What follows belongs to an exercise in optimizing a design on an open flow for small area and a short achievable clock period; a production flow would make more cautious choices. Where RTL was checked, it was by simulation tests only, not by an equivalence proof against the original. For run 2, only the layout was checked, not whether the RTL still works. Power is estimated from default activity; no workload was simulated.

==> flow/design.v (outline; a module is shown in full before it is edited, if it fits) <==
// module mipsExecUnit: 1106 lines
module mipsExecUnit
(
    input  logic        clk,
    input  logic        rstN,
    input  logic        instrValid,
    input  logic [31:0] instrWord,
    input  logic [31:0] rsValue,
    input  logic [31:0] rtValue,
    output logic        resultValid,
    output logic [32:0] execOut
);
  // ...
==> flow/flow/run.sh <==
#!/bin/bash
bash standard.sh SETUP_SLACK_MARGIN=5.45 finish > standard.log 2>&1
==> flow/standard.sh <==
#!/bin/bash
# synth_recipe.tcl (not shown) runs the flow's synth.tcl, then flattens the netlist and writes it again
# the make line also repeats each setting of config.mk as NAME=value (left out here)
make -C /OpenROAD-flow-scripts/flow DESIGN_CONFIG=/design/flow/config.mk WORK_HOME=/design/flow/orfs CLKGATE_MAP_FILE= SYNTH_SCRIPT=/design/flow/synth_recipe.tcl "${@:-finish}"
==> flow/config.mk <==
export PLATFORM = sky130hd
export DESIGN_NAME = mipsExecUnit
export DESIGN_NICKNAME = mipsExecUnit
export VERILOG_FILES = /design/flow/design.v
export SDC_FILE = /design/flow/constraint.sdc
export NUM_CORES = 4
export LEC_CHECK = 0
export CAP_MARGIN = 20
export CORE_MARGIN = 2
export CORE_UTILIZATION = 65
export PLACE_DENSITY = 0.85
export SETUP_SLACK_MARGIN = 5
export SLEW_MARGIN = 20
==> flow/constraint.sdc <==
create_clock -name core_clock -period 9.0 [get_ports {clk}]
set_input_delay 1.8000 -clock core_clock [delete_from_list [all_inputs] [get_ports {clk}]]
set_output_delay 1.8000 -clock core_clock [all_outputs]
set_load 0.01 [all_outputs]
==> flow_summary.yaml, run 1 <==
status:
  status: "timing/DRC/antenna clean"
final_layout:
  regArea_um2: 5440
  layout_common_cells: "a22oi_1, dfxtp_1, fa_1"
  syn_to_final_growth_pct: 14.3
  regMostFlops: "r2t"
  seq_cell_count: 269
  nClkBuffers: 37
  utilization_pct: 75.1
  fin_nets: 2527
  final_area_um2: 24300
  antenna_cells: 0
critical_path:
  worstReg2RegEnd: "r2t[105]"
  crit_slowest_cell: "dfxtp_4"
  worstSetupStartpoint: "srl3"
  cp.required_ns: 7.20
  critPathBufInv: 3
  end_kind: "output port"
power:
  p_comb_mw: 0.827
  power_leader: "sequential cells"
  p_seq_share_pct: 40.6
  cell_internal_pwr_mw: 2.32
yosys:
  synth_fp_nets: 2509
  seq_area_frac_synth_pct: 25.3
  yosysTopAreaCell: "dfxtp_1"
  synth_top_area_share_pct: 25.3
  synth_ff_type: "dfxtp_1"
  synth_xor_area_share_pct: 15.7
run:
  drv_cap: 0
placement:
  dp_cells: 2535
die:
  num_tap_cells: 442
  die_h_um: 185
global_route:
  top_usage_layer: "met2"
  antenna_found_initial: 1
timing:
  tns_ns: 0
clock_network:
  cts_hold_buf: 0
==> inputs of run 2 (changes only) <==
--- a/flow/design.v
+++ b/flow/design.v
@@ -1184,26 +1184,28 @@
     assign fs226 = fs204 ^ r2t[100] ^ fc203;
     assign fc226 = (fs204 & r2t[100]) | (fs204 & fc203) | (r2t[100] & fc203);
     logic [31:0] rowA, rowB;
     assign rowA = {(r2t[101] ^ r2t[102] ^ r2t[103] ^ r2t[104] ^ r2t[105] ^ fc204 ^ fc226), fs226, fs225, fs224, fs223, fs222, fs221, fs220, fs219, fs218, fs217, fs216, fs215, fs214, fs213, fs212, fs211, fs210, fs209, fs208, fs207, fs206, fs205, hs30, r2t[7], r2t[6], r2t[5], r2t[4], r2t[3], r2t[2], r2t[1], r2t[0]};
     assign rowB = {1'b0, fc225, fc224, fc223, fc222, fc221, fc220, fc219, fc218, fc217, fc216, fc215, fc214, fc213, fc212, fc211, fc210, fc209, fc208, fc207, fc206, fc205, hc30, r2t[12], 1'b0, 1'b0, 1'b0, 1'b0, 1'b0, 1'b0, 1'b0, 1'b0};
     logic [31:0] sum;
     assign sum = rowA + rowB;
     logic [31:0] sum3, res;
-    logic        srl3, slt3, sltK3, sltS3, tk3, pass3;
+    logic        srl3, sltK3, sltS3, tk3, pass3, nsrl3, npass3;
     always_ff @(posedge clk) begin
         if (!rstN) resultValid <= 1'b0;
         else       resultValid <= v2;
         sum3  <= sum;
-        srl3  <= srl2;
-        slt3  <= slt2;
+        srl3   <= srl2;
+        nsrl3  <= ~srl2;
+        pass3  <= ~srl2 & ~slt2;
+        npass3 <= srl2 | slt2;
         sltK3 <= sltK2;
         sltS3 <= sltS2;
         tk3   <= tk2;
     end
-    assign pass3 = ~srl3 & ~slt3;
     always_comb begin
-        for (int i = 1; i < 32; i++) res[i] = (pass3 & sum3[i]) | (srl3 & sum3[31-i]);
+        for (int i = 1; i < 16; i++) res[i] = (pass3 & sum3[i]) | (srl3 & sum3[31-i]);
+        for (int i = 16; i < 32; i++) res[i] = ~((npass3 | ~sum3[i]) & (nsrl3 | ~sum3[31-i]));
         res[0] = (pass3 & sum3[0]) | ((srl3 | sltS3) & sum3[31]) | sltK3;
     end
     assign execOut = {res, tk3};
 endmodule
==> flow_summary.yaml, run 2 <==
final_layout:
  regMostFlops: "r2t"
  layout_commonest_cell: "a22oi_1"
  largest_reg_flops: 106
  syn_to_final_growth_pct: 15.5
  drive_gt1_share_pct: 12.1
  layout_common_cells: "a22oi_1, dfxtp_1, fa_1"
  utilization_pct: 76.0
  fin_nets: 2562
  fillers: 2087
  largestRegisters: "r2t (106), f1 (48)"
detailed_routing:
  ant_nets: 0
  post_drt_wl_per_cell_um: 26.3
  drt_iter0_markers: 2695
  first_pass_iters: 12
  vias_per_cell: 6.65
  drc_errors: 0
  num_vias: 17600
  drt_wl_total_um: 69500
critical_path:
  startpoint_type: "register"
  worstPathMaxFanout: 8
  worst_ep_arrival_time_ns: 1.88
  cp.required_ns: 7.20
  end_kind: "output port"
  critPathKind: "register to output port"
die:
  die_h_um: 185
  die_x_um: 185
  rows: 66
  io_pins: 133
  core_area_um2: 32400
  die_area_um2: 34200
  start_util_pct: 65.8
yosys:
  yosys_warnings: 1
  synthMuxAreaShare_pct: 6.23
  syn_inst: 2159
  synthAdderAreaFrac_pct: 24.2
  synth_ff_type: "dfxtp_1"
  yosysMostFrequentCell: "dfxtp_1"
  synth_seq_cells: 271
  synth_top_family_by_area: "adder cells"
  synth_top_area_share_pct: 25.5
  synth-simple-area-share_pct: 5.37
  synth_fp_nets: 2538
  yosysTopAreaCell: "dfxtp_1"
  synth_xor_area_share_pct: 15.7
  ys_async_sr_fraction_pct: 0
  ys_top_cells_by_area: "dfxtp_1, fa_1, a22oi_1"
  synth-compound-area-share_pct: 15.6
  synth_cell_types: 57
  syn-cell-area_um2: 21300
  synthTopCellsByCount: "dfxtp_1, a22oi_1, fa_1"
  synth_edf_count: 0
  seq_area_frac_synth_pct: 25.5
  synth.avg_cell_area_um2: 9.87
placement:
  dp_slack_ns: 3.51
  place.gp.congestion: 0.971
  io_buffers: 127
  dp_hpwl_um: 46800
global_route:
  grt-ovfl-total: 0
  groute.usage.overall_pct: 40.0
  grt_max_degree: 58
  grt_pass1_vias: 17500
  grt_pass1_wl_um: 103000
  antenna_found_initial: 1
power:
  vdd.ir_drop.worst_mv: 0.123
  power.density_nw_per_um2: 138
  power_mw: 3.38
  p_leak_nw: 10.4
timing:
  fin_worst_skew_ns: 0.0208
  rsz0062_at_grt: "yes"
  period_needed_ns: 3.68
  finalMaxSlewViolations: 0
  fmax_mhz: 272
  hold_viol: 0
  tns_ns: 0
  finalSetupViolations: 0
  tightest_slew_ns: 0.845
  slew_headroom_pct: 43.6
  hold_ws_ns: 0.327
  period_share_pct: 40.8
  fin_ws_ns: 5.32
clock_network:
  cts_made_buffers: 28
  cts_root_buf: "clkbuf_16"
  path_clk_slew_ns: 0.06
  cts_sinks: 271
  insertion_delay_ns: 0.59
  cts_tree: "yes"
  htree_levels: 1
  clockBufferDepth: 3
  cts_hold_buf: 0
status:
  status: "timing/DRC/antenna clean"
hold_path:
  hp-class: "register to register"
run:
  drv_cap: 0
run 2: critical path, stage by stage, from the launching register on:
cell and delay, ns:
dfxtp_4 0.35, buf_6 0.14, a21oi_1 0.20, nand2_1 0.10
clkdlybuf4s50_1 0.49
run 2: repair_timing:
item | 4_1_cts | 5_1_grt
resized for setup | 117 | 129
pin swaps | 14 | 20
buffers inserted | 17 | 11
hold endpoints to repair | 0 | 0
setup endpoints to repair | 157 | 66
cloned | 3 | 6
run 2: metal layers:
metal	global-route usage (%)	share of wire, %
met5	0	0.019
met1	51.2	35
met4	21.4	7.3
met3	7.45	12
met2	64.7	46
run 2: cell families after synthesis:
logic type      after synthesis
buf+inv                     410
xor+xnor                    381
compound gates              482
simple gates                243
mux                          92
fa+ha+maj                   280
flops                       271
run 2: cell type report:
cell class / instances / area (um2) / share of cell area [%]
flip-flops and latches: 271 / 5520 / 22.4
multi-input cells: 1484 / 14700 / 59.8
inverters: 198 / 743 / 3.02
diodes: 1 / 2.50 / 0.0102
clock inverters: 13 / 136 / 0.554
clock buffers: 37 / 774 / 3.15
repair buffers: 200 / 2160 / 8.78
well taps: 442 / 553 / 2.25
run 2: metrics by stage:
step	instance area [um2]	std cells
6_report	24600	2646
5_1_grt	24600	2645
4_1_cts	24000	2628
3_5_place_dp	22600	2558
3_3_place_gp	22600	2557
2_1_floorplan	21300	2159
run 2: worst paths after layout:
path / startpoint / to / slack (ns) / cells past startpoint
max: pass3 / execOut[1] / 5.32 / 4
min: r2t[3] / sum3[3] / 0.33 / 0
max reg2reg: r2t[27] / sum3[27] / 5.44 / 13
min reg2reg: r2t[3] / sum3[3] / 0.33 / 0
run 2: power breakdown:
part	internal [mW]	switching, mW	leakage, nW
sequential	1.30	0.0983	2.23
clock	0.641	0.510	0.445
combinational	0.365	0.468	7.74
total	2.31	1.08	10.4

## what the ideal ports hide
The flow's constraints put no driver on any port. The routed layouts listed below were extracted and timed again, unchanged, in two steps.
Step 1: set_driving_cell puts a clkbuf_16 on clk and a buf_2 on each other input, an assumption about the parent block.
Step 2 adds t to the input delays and takes it off the output delays; t is the mean of the earliest and latest rising clock arrival at the registers after step 1. Input paths then give back, and output paths get back, about the clock's delay inside the block.
Slacks: ideal ports / drivers / drivers and shift; pairs: ideal ports / drivers.
| run | t (ns) | slack for setup (ns) | latest minus earliest clock arrival (ns) |
|---|---|---|---|
| run 1 | 0.629 | 5.437 / 5.379 / 4.889 | 0.029 / 0.029 |
| run 2 | 0.629 | 5.324 / 5.273 / 4.831 | 0.021 / 0.021 |
After both steps every run listed still meets setup and hold. The setup slack of run 1, which loses most, moves by -0.058 ns with the drivers and by -0.548 ns with both steps.
